Background: an optimization exercise with open tools, aiming at a short achievable clock period and few clock cycles. Do not read the settings as production practice.
In this exercise RTL edits were held to simulation tests only and were not proved equivalent to the original.
Power and IR drop assume default switching activity.

==> exp/willow <==
Design mips_pipeline_top, start of the top module:
module mips_pipeline_top (
    input  logic        clk,
    input  logic        rst,
    input  logic [31:0] Memory_out,
    input  logic [31:0] Inst_out,
    output logic [31:0] Pc_out,
    output logic [31:0] Ex_Mem_out3,
    output logic [31:0] Ex_Mem_out4,
    output logic        Memread,
    output logic        Memwrite
);
export LEC_CHECK = 0
export CAP_MARGIN = 20
export CORE_MARGIN = 2
export CORE_UTILIZATION = 40
export SETUP_SLACK_MARGIN = 3.5
export SLEW_MARGIN = 20
export SYNTH_HIERARCHICAL = 1
create_clock -name core_clock -period 7.0 [get_ports {clk}]
standard.sh (not shown) runs the stock make flow with config.mk's settings and CLKGATE_MAP_FILE= SYNTH_SCRIPT=/design/flow/synth_recipe.tcl, a recipe that flattens the netlist after the stock synthesis.
==> flow/flow/run.sh <==
#!/bin/bash
# The standard layout (standard.sh: ORFS synthesis through finish), with one
# change: ADDER_MAP_FILE is left empty, so synthesis does not extract half/full
# adders into the library's ha/fa cells and ABC maps all adder logic itself.
# Registers, floorplan, power grid, placement, CTS and routing are the standard
# flow's. The whole make output goes to flow_make.log in this folder; ORFS keeps
# each step's log under orfs/logs/.
set -euo pipefail
bash standard.sh ADDER_MAP_FILE= finish > flow_make.log 2>&1
==> exp/quartz: changes against exp/willow <==
--- a/flow/design.v
+++ b/flow/design.v
@@ -28,17 +28,20 @@
     assign f_op       = Inst_out[31:26];
     assign f_fn       = Inst_out[5:0];
     assign f_rs_eq_rt = Inst_out[25:21] == Inst_out[20:16];
     assign f_is_j     = (f_op == 6'h02) || (f_op == 6'h03);
     assign f_is_jal   = (f_op == 6'h03);
     assign f_is_br    = (f_op == 6'h04) || (f_op == 6'h05);
     assign f_pred     = (f_op == 6'h05) ? !f_rs_eq_rt : (f_rs_eq_rt || Inst_out[15]);
     assign f_is_jr    = (f_op == 6'h00) && (f_fn == 6'h08);
-    mips_ifadd u_ift (.pc(pc), .imm(Inst_out[15:0]), .pc1(pc1), .btarget(f_btarget));
+    logic [15:0] pc1_hi_p1, pc1_hi_m1;
+    mips_pcinc u_pcinc (.pc(pc), .pc1(pc1), .hi_p1(pc1_hi_p1), .hi_m1(pc1_hi_m1));
+    mips_brtgt u_brtgt (.pc1(pc1), .hi_p1(pc1_hi_p1), .hi_m1(pc1_hi_m1), .imm(Inst_out[15:0]),
+                        .target(f_btarget));
     assign f_jtarget  = {pc1[31:26], Inst_out[25:0]};
     logic [4:0]  f_rs, f_rt;
     logic [31:0] f_rsv, f_rtv;
     assign f_rs  = Inst_out[25:21];
     assign f_rt  = Inst_out[20:16];
     logic [5:0]  op, fn;
     logic [4:0]  rs, rt, rd;
     assign op = d_inst[31:26];
@@ -92,44 +95,46 @@
     assign imm_val = {(i_zext ? 16'h0000 : {16{d_inst[15]}}), d_inst[15:0]};
     assign f_rsv   = (m_we && m_dest == f_rs) ? wdata : regs[f_rs];
     assign f_rtv   = (m_we && m_dest == f_rt) ? wdata : regs[f_rt];
     logic [31:0] a, bx, alu;      
     logic hit_rs, hit_rt, stall;
     assign hit_rs = d_ex_rs;
     assign hit_rt = d_ex_rt;
     assign stall  = e_load && ((uses_rs && hit_rs) || (uses_rt && hit_rt && !i_store));
-    logic [31:0] fwd_a, fwd_st, fwd_b;
-    assign fwd_a  = hit_rs ? alu : rs_val;
-    assign fwd_st = hit_rt ? alu : rt_val;
-    assign fwd_b  = i_imm ? imm_val : fwd_st;
+    logic [31:0] oth_a, oth_b, nxt_a, nxt_bx, nxt_st;
+    assign oth_a = i_link ? d_pc1 : rs_val;
+    assign oth_b = i_link ? 32'd0 : i_imm ? imm_val : rt_val;
     logic [31:0] rs_vb, rt_vb, kv, sp, need;
     logic        rs_mld, rt_mld, id_res, id_eq, eq_direct, eq_sum, id_taken, id_mis;
     logic [31:0] id_target;
     assign rs_vb  = d_mem_rs ? m_result : d_rsv;
     assign rt_vb  = d_mem_rt ? m_result : d_rtv;
     assign rs_mld = m_load && d_mem_rs;
     assign rt_mld = m_load && d_mem_rt;
     assign id_res = (hit_rs || hit_rt) ? (e_add && !e_load && !(hit_rs && hit_rt))
                                        : !(rs_mld || rt_mld);
     assign eq_direct = (rs_vb == rt_vb);
     assign kv   = hit_rs ? rt_vb : rs_vb;
-    assign sp   = a ^ bx;
+    assign sp   = a ^ (e_sub ? ~bx : bx);    
     assign need = {(sp[30:0] & ~kv[30:0]) | (~sp[30:0] & a[30:0]), e_sub};
     assign eq_sum   = ((sp ^ kv) == need);
     assign id_eq    = (hit_rs || hit_rt) ? eq_sum : eq_direct;
     assign id_taken = i_beq ? id_eq : !id_eq;
     assign id_mis   = (i_beq || i_bne) && id_res && (id_taken != d_pred);
     assign id_target = d_pred ? d_pc1 : d_btarget;
     logic [31:0] st;
     logic        eq, taken, mispredict;
     logic [31:0] redirect;
     assign a   = e_a;
     assign bx  = e_bx;
-    mips_alu u_alu (.a(a), .bx(bx), .sub(e_sub), .op_and(e_and), .op_or(e_or), .op_slt(e_slt), .y(alu));
+    mips_ex u_ex (.a(a), .b(bx), .sub(e_sub), .op_and(e_and), .op_or(e_or), .op_slt(e_slt),
+                  .fa_alu(hit_rs && !i_link), .fb_alu(hit_rt && !i_imm && !i_link), .fs_alu(hit_rt),
+                  .oth_a(oth_a), .oth_b(oth_b), .oth_s(rt_val),
+                  .alu(alu), .na(nxt_a), .nb(nxt_bx), .nst(nxt_st));
     assign st = e_st_ld ? Memory_out : e_st;
     assign eq         = (a == bx);
     assign taken      = (e_beq && eq) || (e_bne && !eq);
     assign mispredict = ((e_beq || e_bne) && (taken != e_pred)) || (e_jr && (a != e_jrpred));
     assign redirect   = e_jr ? a : e_redir;
     always_ff @(posedge clk) begin
         if (rst) begin
             pc <= '0;
@@ -172,19 +177,19 @@
         end else begin
             e_regwrite <= i_regwrite; e_load <= i_load; e_store <= i_store;
             e_beq <= i_beq && !id_res; e_bne <= i_bne && !id_res; e_jr <= i_jr;
         end
         e_dest   <= i_dest;
         e_pred   <= d_pred;
         e_sub    <= i_sub; e_and <= i_and; e_or <= i_or; e_slt <= i_slt;
         e_add    <= !(i_and || i_or || i_slt);
-        e_a      <= i_link ? d_pc1 : fwd_a;
-        e_bx     <= i_link ? 32'd0 : (i_sub ? ~fwd_b : fwd_b);
-        e_st     <= fwd_st;
+        e_a      <= nxt_a;
+        e_bx     <= nxt_bx;
+        e_st     <= nxt_st;
         e_st_ld  <= hit_rt && e_load;
         e_redir  <= d_pred ? d_pc1 : d_btarget;
         e_jrpred <= d_jrpred;
     end
     always_ff @(posedge clk) begin
         if (rst) begin
             m_regwrite <= 1'b0; m_load <= 1'b0; m_store <= 1'b0;
         end else begin
@@ -204,17 +209,17 @@
     assign Pc_out      = pc;
     assign Ex_Mem_out3 = m_result;
     assign Ex_Mem_out4 = m_st;
     assign Memwrite    = m_store;
     logic [31:0] g_pc;
     logic        g_d_valid;                  
     logic [31:0] g_d_inst, g_d_pc1;
     logic        g_e_regwrite, g_e_load, g_e_store, g_e_beq, g_e_bne, g_e_jr;
-    logic        g_e_sub, g_e_and, g_e_or, g_e_slt;
+    logic        g_e_sub, g_e_and, g_e_or, g_e_slt, g_e_add;
     logic [4:0]  g_e_dest;
     logic [31:0] g_e_a, g_e_bx, g_e_st, g_e_btarget;
     logic        g_m_regwrite, g_m_load, g_m_store;
     logic [4:0]  g_m_dest;
     logic [31:0] g_m_result, g_m_st;
     logic        g_w_regwrite;
     logic [4:0]  g_w_dest;
     logic [31:0] g_w_data;                   
@@ -274,23 +279,26 @@
     assign g_e_hit_rt = g_e_regwrite && (g_e_dest != 5'd0) && (g_e_dest == g_rt);
     assign g_m_hit_rs = g_m_regwrite && (g_m_dest != 5'd0) && (g_m_dest == g_rs) && !g_e_hit_rs;
     assign g_m_hit_rt = g_m_regwrite && (g_m_dest != 5'd0) && (g_m_dest == g_rt) && !g_e_hit_rt;
     assign g_load_use = g_e_load && (g_e_dest != 5'd0) &&
                       ((g_uses_rs && g_e_dest == g_rs) || (g_uses_rt && g_e_dest == g_rt));
     logic [31:0] g_a, g_bx, g_alu, g_wnext;
     logic        g_eq, g_taken;
     assign g_a   = g_e_a;
-    assign g_bx  = g_e_bx;            
-    mips_alu g_u_alu (.a(g_a), .bx(g_bx), .sub(g_e_sub), .op_and(g_e_and), .op_or(g_e_or), .op_slt(g_e_slt), .y(g_alu));
+    assign g_bx  = g_e_bx;
     assign g_wnext = g_m_load ? Memory_out : g_m_result;
-    logic [31:0] g_fa, g_fbv, g_fst;
-    assign g_fa  = g_e_hit_rs ? g_alu : g_m_hit_rs ? g_wnext : g_rs_val;
-    assign g_fst = g_e_hit_rt ? g_alu : g_m_hit_rt ? g_wnext : g_rt_val;
-    assign g_fbv = g_i_imm ? g_imm_val : g_fst;
+    logic [31:0] g_oth_a, g_oth_b, g_oth_s, g_nxt_a, g_nxt_bx, g_nxt_st;
+    assign g_oth_a = g_i_link ? g_d_pc1 : g_m_hit_rs ? g_wnext : g_rs_val;
+    assign g_oth_s = g_m_hit_rt ? g_wnext : g_rt_val;
+    assign g_oth_b = g_i_link ? 32'd0 : g_i_imm ? g_imm_val : g_oth_s;
+    mips_ex g_u_ex (.a(g_a), .b(g_bx), .sub(g_e_sub), .op_and(g_e_and), .op_or(g_e_or), .op_slt(g_e_slt),
+                  .fa_alu(g_e_hit_rs && !g_i_link), .fb_alu(g_e_hit_rt && !g_i_imm && !g_i_link), .fs_alu(g_e_hit_rt),
+                  .oth_a(g_oth_a), .oth_b(g_oth_b), .oth_s(g_oth_s),
+                  .alu(g_alu), .na(g_nxt_a), .nb(g_nxt_bx), .nst(g_nxt_st));
     assign g_eq    = (g_a == g_bx);
     assign g_taken = (g_e_beq && g_eq) || (g_e_bne && !g_eq) || g_e_jr;
     logic g_bubble;
     assign g_bubble = rst || g_taken || g_load_use;
     always_ff @(posedge clk) begin
         if (rst) begin
             g_pc <= '0; g_d_valid <= 1'b0;
         end else if (g_taken) begin
@@ -313,21 +321,22 @@
             g_e_regwrite <= 1'b0; g_e_load <= 1'b0; g_e_store <= 1'b0;
             g_e_beq <= 1'b0; g_e_bne <= 1'b0; g_e_jr <= 1'b0;
             g_e_sub <= 1'b0; g_e_and <= 1'b0; g_e_or <= 1'b0; g_e_slt <= 1'b0;
             g_e_dest <= 5'd0;
         end else begin
             g_e_regwrite <= g_i_regwrite; g_e_load <= g_i_load; g_e_store <= g_i_store;
             g_e_beq <= g_i_beq; g_e_bne <= g_i_bne; g_e_jr <= g_i_jr;
             g_e_sub <= g_i_sub; g_e_and <= g_i_and; g_e_or <= g_i_or; g_e_slt <= g_i_slt;
+            g_e_add <= !(g_i_and || g_i_or || g_i_slt);
             g_e_dest <= g_i_dest;
         end
-        g_e_a       <= g_i_link ? g_d_pc1 : g_fa;
-        g_e_bx      <= g_i_link ? 32'd0 : (g_i_sub ? ~g_fbv : g_fbv);
-        g_e_st      <= g_fst;
+        g_e_a       <= g_nxt_a;
+        g_e_bx      <= g_nxt_bx;
+        g_e_st      <= g_nxt_st;
         g_e_btarget <= g_d_pc1 + g_imm_val;
     end
     always_ff @(posedge clk) begin
         if (rst) begin
             g_m_regwrite <= 1'b0; g_m_load <= 1'b0; g_m_store <= 1'b0; g_m_dest <= 5'd0;
             g_w_regwrite <= 1'b0; g_w_dest <= 5'd0;
         end else begin
             g_m_regwrite <= g_e_regwrite; g_m_load <= g_e_load; g_m_store <= g_e_store; g_m_dest <= g_e_dest;
@@ -341,37 +350,69 @@
         if (rst) begin
             for (int i = 0; i < 32; i++) g_regs[i] <= '0;
         end else if (g_w_we) begin
             g_regs[g_w_dest] <= g_wdata;
         end
     end
     assign Memread = g_m_load;
 endmodule
-module mips_ifadd (
+module mips_pcinc (
     input  logic [31:0] pc,
-    input  logic [15:0] imm,
     output logic [31:0] pc1,
-    output logic [31:0] btarget
+    output logic [15:0] hi_p1,
+    output logic [15:0] hi_m1
+);
+    assign pc1   = pc + 32'd1;
+    assign hi_p1 = pc1[31:16] + 16'd1;
+    assign hi_m1 = pc1[31:16] - 16'd1;
+endmodule
+module mips_brtgt (
+    input  logic [31:0] pc1,
+    input  logic [15:0] hi_p1,
+    input  logic [15:0] hi_m1,
+    input  logic [15:0] imm,
+    output logic [31:0] target
 );
-    assign pc1     = pc + 32'd1;
-    assign btarget = pc + {{16{imm[15]}}, imm} + 32'd1;
+    logic [16:0] lo;
+    assign lo = {1'b0, pc1[15:0]} + {1'b0, imm};
+    always_comb begin
+        case ({lo[16], imm[15]})
+            2'b10:   target = {hi_p1, lo[15:0]};
+            2'b01:   target = {hi_m1, lo[15:0]};
+            default: target = {pc1[31:16], lo[15:0]};
+        endcase
+    end
 endmodule
-module mips_alu (
+module mips_ex (
     input  logic [31:0] a,
-    input  logic [31:0] bx,
+    input  logic [31:0] b,
     input  logic        sub,
     input  logic        op_and,
     input  logic        op_or,
     input  logic        op_slt,
-    output logic [31:0] y
+    input  logic        fa_alu,
+    input  logic        fb_alu,
+    input  logic        fs_alu,
+    input  logic [31:0] oth_a,
+    input  logic [31:0] oth_b,
+    input  logic [31:0] oth_s,
+    output logic [31:0] alu,
+    output logic [31:0] na,
+    output logic [31:0] nb,
+    output logic [31:0] nst
 );
-    logic [31:0] sum;
+    logic [31:0] sum, diff;
     logic        slt_res;
-    assign sum     = a + bx + {31'd0, sub};
-    assign slt_res = (a[31] ^ ~bx[31]) ? a[31] : sum[31];
+    assign sum     = a + b;
+    assign diff    = a - b;
+    assign slt_res = (a[31] ^ b[31]) ? a[31] : diff[31];
     always_comb begin
-        if (op_and)      y = a & bx;
-        else if (op_or)  y = a | bx;
-        else if (op_slt) y = {31'd0, slt_res};
-        else             y = sum;
-    end
+        if (op_and)      alu = a & b;
+        else if (op_or)  alu = a | b;
+        else if (op_slt) alu = {31'd0, slt_res};
+        else if (sub)    alu = diff;
+        else             alu = sum;
+    end
+    assign na  = fa_alu ? alu : oth_a;
+    assign nb  = fb_alu ? alu : oth_b;
+    assign nst = fs_alu ? alu : oth_s;
 endmodule
SETUP_SLACK_MARGIN = 4.0   (was 3.5)
==> comparison table <==
Pre-CTS WS: exp/willow 1.92 ns; exp/quartz 1.67 ns
Launch point of the worst hold path: exp/willow d_jrpred[5]$_DFFE_PN_; exp/quartz d_jrpred[3]$_DFFE_PN_
Detailed-router iteration count before antenna repair: exp/willow 6; exp/quartz 8
Post-Syn Instances: exp/willow 12900; exp/quartz 13700
Outcome: exp/willow finished clean; exp/quartz finished clean
Peak supply drop: exp/willow 0.000244 V; exp/quartz 0.000212 V
Area of the core: exp/willow 0.383 mm2; exp/quartz 0.399 mm2
Power density of the placed cells: exp/willow 261 mW/mm2; exp/quartz 254 mW/mm2
Met2 usage in global routing: exp/willow 43.1%; exp/quartz 50.5%
Width of the chip: exp/willow 625 um; exp/quartz 636 um
Fraction of cell area in non-clock buffers: exp/willow 5.47%; exp/quartz 9.38%
Clock-pin slew on the worst setup and hold paths: exp/willow 0.06 ns; exp/quartz 0.07 ns
Post-route clock period utilization: exp/willow 55.6%; exp/quartz 54.2%
Register share of the cell area: exp/willow 44.2%; exp/quartz 40.0%
Worst setup path start: exp/willow e_sub$_DFF_P_; exp/quartz d_mem_rt$_DFF_P_
Total of clock buffers placed in the layout: exp/willow 426; exp/quartz 390
Multi-input combinational area share: exp/willow 41.2%; exp/quartz 41.7%
Combinational Power Share: exp/willow 21.3%; exp/quartz 26.1%
Testbench counts of exp/willow, summed over its fixed seeds: cycles 51,517.
Testbench counts of exp/quartz, summed over its fixed seeds: cycles 51,517.

==> separate check: timing with driven ports <==
How much do the figures lean on ideal ports? The routed layouts below were timed once more, with nothing changed but the port constraints. Step 1: set_driving_cell puts a clkbuf_16 on clk and a buf_2 on each other input, an assumption about the parent block. Step 2 times the ports against the registers' clock, not the clock port: input delays grow and output delays shrink by t, the midpoint of the rising clock arrivals with the driver on. a / b / c = no drivers / after step 1 / after step 2; a / b = the first two.
run | t (ns) | setup WS [ns] | worst register clock-pin slew, ns
exp/willow | 1.050 | 3.106 / 3.106 / 2.231 | 0.07 / 0.07
exp/quartz | 1.086 | 3.206 / 3.206 / 2.510 | 0.08 / 0.08
After both steps every run listed still meets setup and hold. The setup slack of exp/willow, which loses most, moves by 0.000 ns with the drivers and by -0.875 ns with both steps.
